Source: an optimization exercise on an open RTL-to-GDS flow (aim: small area). Production flows keep margins and buffers that such runs may drop.
In this exercise RTL edits were held to simulation tests only and were not proved equivalent to the original.
No activity file was given, so power comes from the tool's default toggle rates.

==> design/flow/design.v <==
`default_nettype none
package prog_mem_pkg;
  localparam int INST_W_DEF = 68;
  localparam int ADDR_W_DEF = 5;
  localparam int DEPTH_DEF  = 32;
  typedef logic [1:0] state_t;
  localparam state_t ST_IDLE = 2'd0;
  localparam state_t ST_LOAD = 2'd1;
  localparam state_t ST_RUN  = 2'd2;
endpackage
`default_nettype wire
`default_nettype none
module pm_ram #(
  parameter int INST_W = 68,
  parameter int ADDR_W = 5,
  parameter int DEPTH  = 32
) (
  input  logic              clk,
  input  logic              we,
  input  logic [ADDR_W-1:0] waddr,
  input  logic [INST_W-1:0] wdata,
  input  logic              re,
  input  logic [ADDR_W-1:0] raddr,
  output logic [INST_W-1:0] rdata
);
  logic [INST_W-1:0] mem_q [DEPTH];
  logic [INST_W-1:0] rdata_q;
  always_ff @(posedge clk) begin
    if (we) mem_q[waddr] <= wdata;
    if (re) rdata_q <= mem_q[raddr];
  end
  assign rdata = rdata_q;
endmodule
`default_nettype wire
`default_nettype none
module prog_mem_loader #(
  parameter int                INST_W   = prog_mem_pkg::INST_W_DEF,
  parameter int                ADDR_W   = prog_mem_pkg::ADDR_W_DEF,
  parameter int                DEPTH    = prog_mem_pkg::DEPTH_DEF,
  parameter logic [INST_W-1:0] NOP_INST = '0
) (
  input  logic              clk,
  input  logic              rst,
  input  logic              load_start,
  input  logic [ADDR_W:0]   load_len,
  input  logic              load_valid,
  input  logic [INST_W-1:0] load_data,
  output logic              load_ready,
  output logic              load_done,
  input  logic              fetch_req,
  input  logic [ADDR_W-1:0] fetch_addr,
  output logic              fetch_gnt,
  input  logic              fetch_stall,
  output logic              fetch_valid,
  output logic [INST_W-1:0] fetch_inst,
  output logic              fetch_err,
  output logic [1:0]        mode
);
  localparam logic [ADDR_W:0] c_depth = (ADDR_W+1)'(DEPTH);
  localparam logic [ADDR_W:0] c_one   = (ADDR_W+1)'(1);
  prog_mem_pkg::state_t            state_q, state_d;
  logic [ADDR_W:0]   len_q, len_d;
  logic [ADDR_W:0]   wr_ptr_q, wr_ptr_d;
  logic              load_done_q, load_done_d;
  logic              fetch_valid_q, fetch_valid_d;
  logic              fetch_err_q, fetch_err_d;
  logic [ADDR_W:0]   len_clamped;
  logic              write_en;
  logic              load_finish;
  logic              in_run;
  logic              addr_oob;
  logic              hold;
  logic [INST_W-1:0] ram_rdata;
  assign len_clamped = (load_len > c_depth) ? c_depth : load_len;
  assign write_en    = (state_q == prog_mem_pkg::ST_LOAD) && load_valid && !load_start && (wr_ptr_q < len_q);
  assign load_finish = (state_q == prog_mem_pkg::ST_LOAD) && !load_start &&
                       ((len_q == '0) || (write_en && (wr_ptr_q == (len_q - c_one))));
  assign in_run      = (state_q == prog_mem_pkg::ST_RUN);
  assign addr_oob    = ({1'b0, fetch_addr} >= c_depth);
  assign hold        = fetch_valid_q && fetch_stall;
  always_ff @(posedge clk or posedge rst) begin
    if (rst) state_q <= prog_mem_pkg::ST_IDLE;
    else     state_q <= state_d;
  end
  always_comb begin
    state_d = state_q;
    case (state_q)
      prog_mem_pkg::ST_IDLE: if (load_start) state_d = prog_mem_pkg::ST_LOAD;
      prog_mem_pkg::ST_LOAD: begin
        if (load_start)       state_d = prog_mem_pkg::ST_LOAD;
        else if (load_finish) state_d = prog_mem_pkg::ST_RUN;
      end
      prog_mem_pkg::ST_RUN:  if (load_start) state_d = prog_mem_pkg::ST_LOAD;
      default: state_d = prog_mem_pkg::ST_IDLE;
    endcase
  end
  always_comb begin
    load_ready = (state_q == prog_mem_pkg::ST_LOAD);
    mode       = state_q;
    fetch_gnt  = fetch_req && in_run && !load_start && !hold;
  end
  always_comb begin
    len_d         = len_q;
    wr_ptr_d      = wr_ptr_q;
    load_done_d   = load_finish;
    fetch_valid_d = 1'b0;
    fetch_err_d   = 1'b0;
    if (load_start) begin
      len_d    = len_clamped;
      wr_ptr_d = '0;
    end else if (write_en) begin
      wr_ptr_d = wr_ptr_q + c_one;
    end
    if (fetch_gnt) begin
      fetch_valid_d = 1'b1;
      fetch_err_d   = addr_oob;
    end else if (hold && in_run && !load_start) begin
      fetch_valid_d = fetch_valid_q;
      fetch_err_d   = fetch_err_q;
    end
  end
  always_ff @(posedge clk or posedge rst) begin
    if (rst) begin
      len_q         <= '0;
      wr_ptr_q      <= '0;
      load_done_q   <= 1'b0;
      fetch_valid_q <= 1'b0;
      fetch_err_q   <= 1'b0;
    end else begin
      len_q         <= len_d;
      wr_ptr_q      <= wr_ptr_d;
      load_done_q   <= load_done_d;
      fetch_valid_q <= fetch_valid_d;
      fetch_err_q   <= fetch_err_d;
    end
  end
  pm_ram #(
    .INST_W (INST_W),
    .ADDR_W (ADDR_W),
    .DEPTH  (DEPTH)
  ) u_ram (
    .clk   (clk),
    .we    (write_en),
    .waddr (wr_ptr_q[ADDR_W-1:0]),
    .wdata (load_data),
    .re    (fetch_gnt && !addr_oob),
    .raddr (fetch_addr),
    .rdata (ram_rdata)
  );
  assign load_done   = load_done_q;
  assign fetch_valid = fetch_valid_q;
  assign fetch_err   = fetch_err_q;
  assign fetch_inst  = (fetch_valid_q && !fetch_err_q) ? ram_rdata : NOP_INST;
endmodule
`default_nettype wire
==> design/flow/run.sh <==
#!/bin/bash
# synth_recipe.tcl (not shown) runs the flow's synth.tcl, then flattens the netlist and writes it again
# the make line also repeats each setting of config.mk as NAME=value (left out here)
make -C /OpenROAD-flow-scripts/flow DESIGN_CONFIG=/design/flow/config.mk WORK_HOME=/design/flow/orfs CLKGATE_MAP_FILE= SYNTH_SCRIPT=/design/flow/synth_recipe.tcl finish
==> design/flow/config.mk <==
export PLATFORM = sky130hd
export DESIGN_NAME = prog_mem_loader
export DESIGN_NICKNAME = prog_mem_loader
export VERILOG_FILES = /design/flow/design.v
export SDC_FILE = /design/flow/constraint.sdc
export NUM_CORES = 4
export LEC_CHECK = 0
export CAP_MARGIN = 20
export CORE_MARGIN = 2
export CORE_UTILIZATION = 40
export SLEW_MARGIN = 20
==> design/flow/constraint.sdc <==
create_clock -name core_clock -period 5.0 [get_ports {clk}]
set_input_delay 1.0000 -clock core_clock [delete_from_list [all_inputs] [get_ports {clk}]]
set_output_delay 1.0000 -clock core_clock [all_outputs]
set_load 0.01 [all_outputs]
==> impl_metrics.ini <==
[outcome]
status = timing/DRC/antenna clean

[timing]
hold_viol = 0
period_needed_ps = 4049
post-route-period-util_pct = 80.98
hold_ws_ps = 551.6
max_slew.worst_pin.slew_ps = 1031
grt_setup_unrepaired = false
slew_headroom_pct = 31.07
maxSlewViolCount = 0
fmax_mhz = 247.0
timing.final.ws_setup_ps = 950.9
skew_ps = 39.30
setup-tns-final_ps = 0
setup_viol_count_final = 0

[power_and_ir_drop]
p_sw_share_pct = 21.07
pwr-share-seq_pct = 54.1
vdd_drop_max_v = 0.0003313
p_int_mw = 30.55
combPwrFrac_pct = 4.8
p_leak_nw = 30.65
switchingPower_mw = 8.155
power.density_nw_per_um2 = 388.7
clockPowerShare_pct = 41.1

[setup_path]
cp.arrival_ps = 3050
crit_fanout = 45
endpoint = fetch_inst[13]
crit_path_top_delay_cell = dfrtp_4
r2r_cells = 6
timing.rr.start = wr_ptr_q[3]
crit_start = fetch_valid_q
r2r_slack_ps = 1220
cp-start-kind = flop
critPathBufInv = 2
path_delay_family = buffers and inverters
crit_cells = 3
rr_endpoint = u_ram.mem_q[11][47]
path_cells = buf_4 > and2_1 > clkdlybuf4s50_1
endpoint_kind = primary output
path_class = flop to primary output
max_stage_delay_ps = 770
crit_required_ps = 4000

[synthesis]
ys_warn_count = 2
ys_types = 43
synthArstFlopShare_pct = 0.7080
synth_flop_cell = edfxtp_1
netlist_instances = 3413
postSynthRegisterBits = 2260
syn_nets = 3509
syn_area_um2 = 85970
syn_area_per_cell_um2 = 25.19
synth-edff-count = 2244
seq_area_frac_synth_pct = 78.85

[global_routing]
grtUsageTotal_pct = 19.00
first_global_vias = 39130
grt_antenna_before_repair = 24
grt_remaining_overflow = 0
grt_max_degree = 80
grt_pass1_wl_um = 295500

[clock_network]
post_cts_buffers = 0
cts_hold_buf = 0
clockBufferDepth = 3
htreeDepth = 4
cts_tree = built
cts_buffers = 220
cts-root-buf = clkbuf_16
clk_latency_ps = 840
clk_pin_slew_worst_paths_ps = 60
cts_resized = 0
cts_sinks = 2260

[floorplan]
core_area_um2 = 214200
dieArea_um2 = 218700
ios = 160
initial_core_util_pct = 40.14
rows = 170
die_w_um = 467.6
fp.dieH_um = 467.6

[detailed_routing]
vias_per_cell = 5.604
vias = 38190
wl_per_cell_um = 30.34
first_iter_violations = 4197
first_pass_iters = 5
antenna_left = 0
drc = 0
drt-total-wl_um = 206700

[placement]
place_hpwl_um = 119500
pre_cts_slack_ps = 570.4
placed_area_um2 = 92800
place_congestion = 0.7593
numPortBuffers = 158

[flow_run]
drv_cap = 0

[cells_and_area]
layout-drive-gt1-share_pct = 32.21
area_growth_pct = 15.83
nNetsFinal = 3885
final_cell_area_um2 = 99580
final_util_pct = 46.49

[min_path]
hold_path.class = input port to asynchronous set/reset pin
## worst reg2reg max path, stage by stage, from the launching register on
cell      delay [ps]
dfrtp_1          660
ha_1             350
a211o_1          260
a2111o_1         460
or3b_1           740
nor2_4           690
buf_4            310
## placed cells by master, fill, tap and decap left out, types with 4 or more instances in the layout
cell,n
o21ai_0,4
clkinvlp_4,4
nand3_1,4
clkbuf_16,221
buf_4,85
nand2b_1,4
inv_1,13
inv_6,4
nor2_4,33
edfxtp_1,2244
mux2_2,67
ha_1,11
nor2_1,11
clkinv_16,5
buf_12,84
mux4_2,670
clkbuf_1,44
clkinv_4,4
bufinv_16,14
a21oi_1,5
nand2_1,18
and2_1,69
o22ai_1,6
clkdlybuf4s50_1,116
clkinv_1,64
nor2b_1,4
diode_2,5
xnor2_1,8
clkinv_8,4
mux2i_1,16
dfrtp_1,15
clkinv_2,39
buf_2,37
## state kept, by name, summed over array words and instances (netlist names)
register,count
u_ram.mem_q,2176
u_ram.rdata_q,68
len_q,6
wr_ptr_q,6
state_q,2
fetch_valid_q,1
load_done_q,1
## routing by layer
| layer | up-vias | track usage (%) | routed length [um] |
|---|---|---|---|
| met5 | - | 0 | 71 |
| met3 | 257 | 3.509 | 12540 |
| met1 | 21090 | 26.65 | 87130 |
| met4 | 12 | 4.707 | 4434 |
| li1 | 15550 | - | - |
| met2 | 1279 | 30.87 | 102600 |
## cell type report
type	count	area [um^2]
Sequential cell	2260	67790
Timing Repair Buffer	327	3736
Clock inverter	139	1191
Antenna cell	5	12.51
Clock buffer	265	5695
Fill cell	17350	114600
Inverter	13	48.80
Tap cell	2838	3551
Multi-Input combinational cell	967	17560
## per-stage QoR
stage	cells	total power [mW]
floorplan	3413	22.37
global placement	6405	23.26
detailed placement	6405	23.27
CTS	6809	39.08
global route	6811	39.88
finish	6814	38.71
## Yosys cell counts (all sizes together) (5+ instances only)
| master | count | share of area (%) |
|---|---|---|
| edfxtp | 2244 | 78 |
| mux4 | 670 | 18 |
| clkbuf | 93 | 0.41 |
| buf | 80 | 0.55 |
| and2 | 69 | 0.50 |
| mux2 | 67 | 0.88 |
| nor2 | 45 | 0.20 |
| nand2 | 18 | 0.079 |
| dfrtp | 16 | 0.47 |
| mux2i | 16 | 0.19 |
| inv | 13 | 0.057 |
| ha | 11 | 0.16 |
| xnor2 | 8 | 0.082 |
| o22ai | 6 | 0.044 |
| a21oi | 5 | 0.029 |
## worst min path at each step
stage / depth (start not counted) / start / endpoint / slack [ps]
final: 2 / rst / load_done_q / 550
after global routing: 2 / rst / len_q[1] / 590
after CTS: 2 / rst / len_q[1] / 520
after detailed placement: 2 / len_q[5] / len_q[5] / 590
after global placement: 2 / len_q[5] / len_q[5] / 590
after floorplan: 2 / len_q[5] / len_q[5] / 550
## power groups by stage
stage | Sequential (mW) | Combinational, mW | Clock, mW
6_report | 20.9 | 1.87 | 15.9
5_1_grt | 20.9 | 1.99 | 17.0
4_1_cts | 21.0 | 1.93 | 16.2
3_5_place_dp | 21.4 | 1.92 | 0
3_3_place_gp | 21.4 | 1.91 | 0
2_1_floorplan | 21.3 | 1.02 | 0
## logic make-up (layout without fill, tap and decap cells)
logic type / count (synthesis) / count (layout) / synth area share (%)
muxes: 753 / 753 / 18.62
other: 1 / 6 / 0.004362
adders and majority gates: 11 / 11 / 0.1601
AOI/OAI and AO/OA: 31 / 31 / 0.2547
buffers and inverters: 186 / 744 / 1.017
xor gates and xnor gates: 11 / 11 / 0.1121
DFF: 2260 / 2260 / 78.85
and+or+nand+nor: 160 / 160 / 0.9882

-- port drivers added, routing unchanged --
How much do the figures lean on ideal ports? The routed layout below was timed once more, with nothing changed but the port constraints. Step 1 (the two cells are an assumption about what drives the block):
set clk [get_ports {clk}]
set_driving_cell -lib_cell sky130_fd_sc_hd__clkbuf_16 $clk
set_driving_cell -lib_cell sky130_fd_sc_hd__buf_2 [delete_from_list [all_inputs] $clk]
Step 2 also shifts input and output timing later by t, the mid clock arrival at the registers, as if the neighbouring blocks saw the same clock. a / b / c = ideal ports / drivers / drivers and shift; a / b = the first two.
t, ns: 0.903
setup slack, ns: 0.951 / 0.870 / 0.576
hold slack, ns: 0.552 / 0.494 / 0.603
worst setup path after step 2: input to register
worst slew at a driven data input, ns: 0.14
After both steps this run still meets setup and hold. For this run, drivers alone change the setup slack by -0.081 ns; drivers and shift together by -0.375 ns.
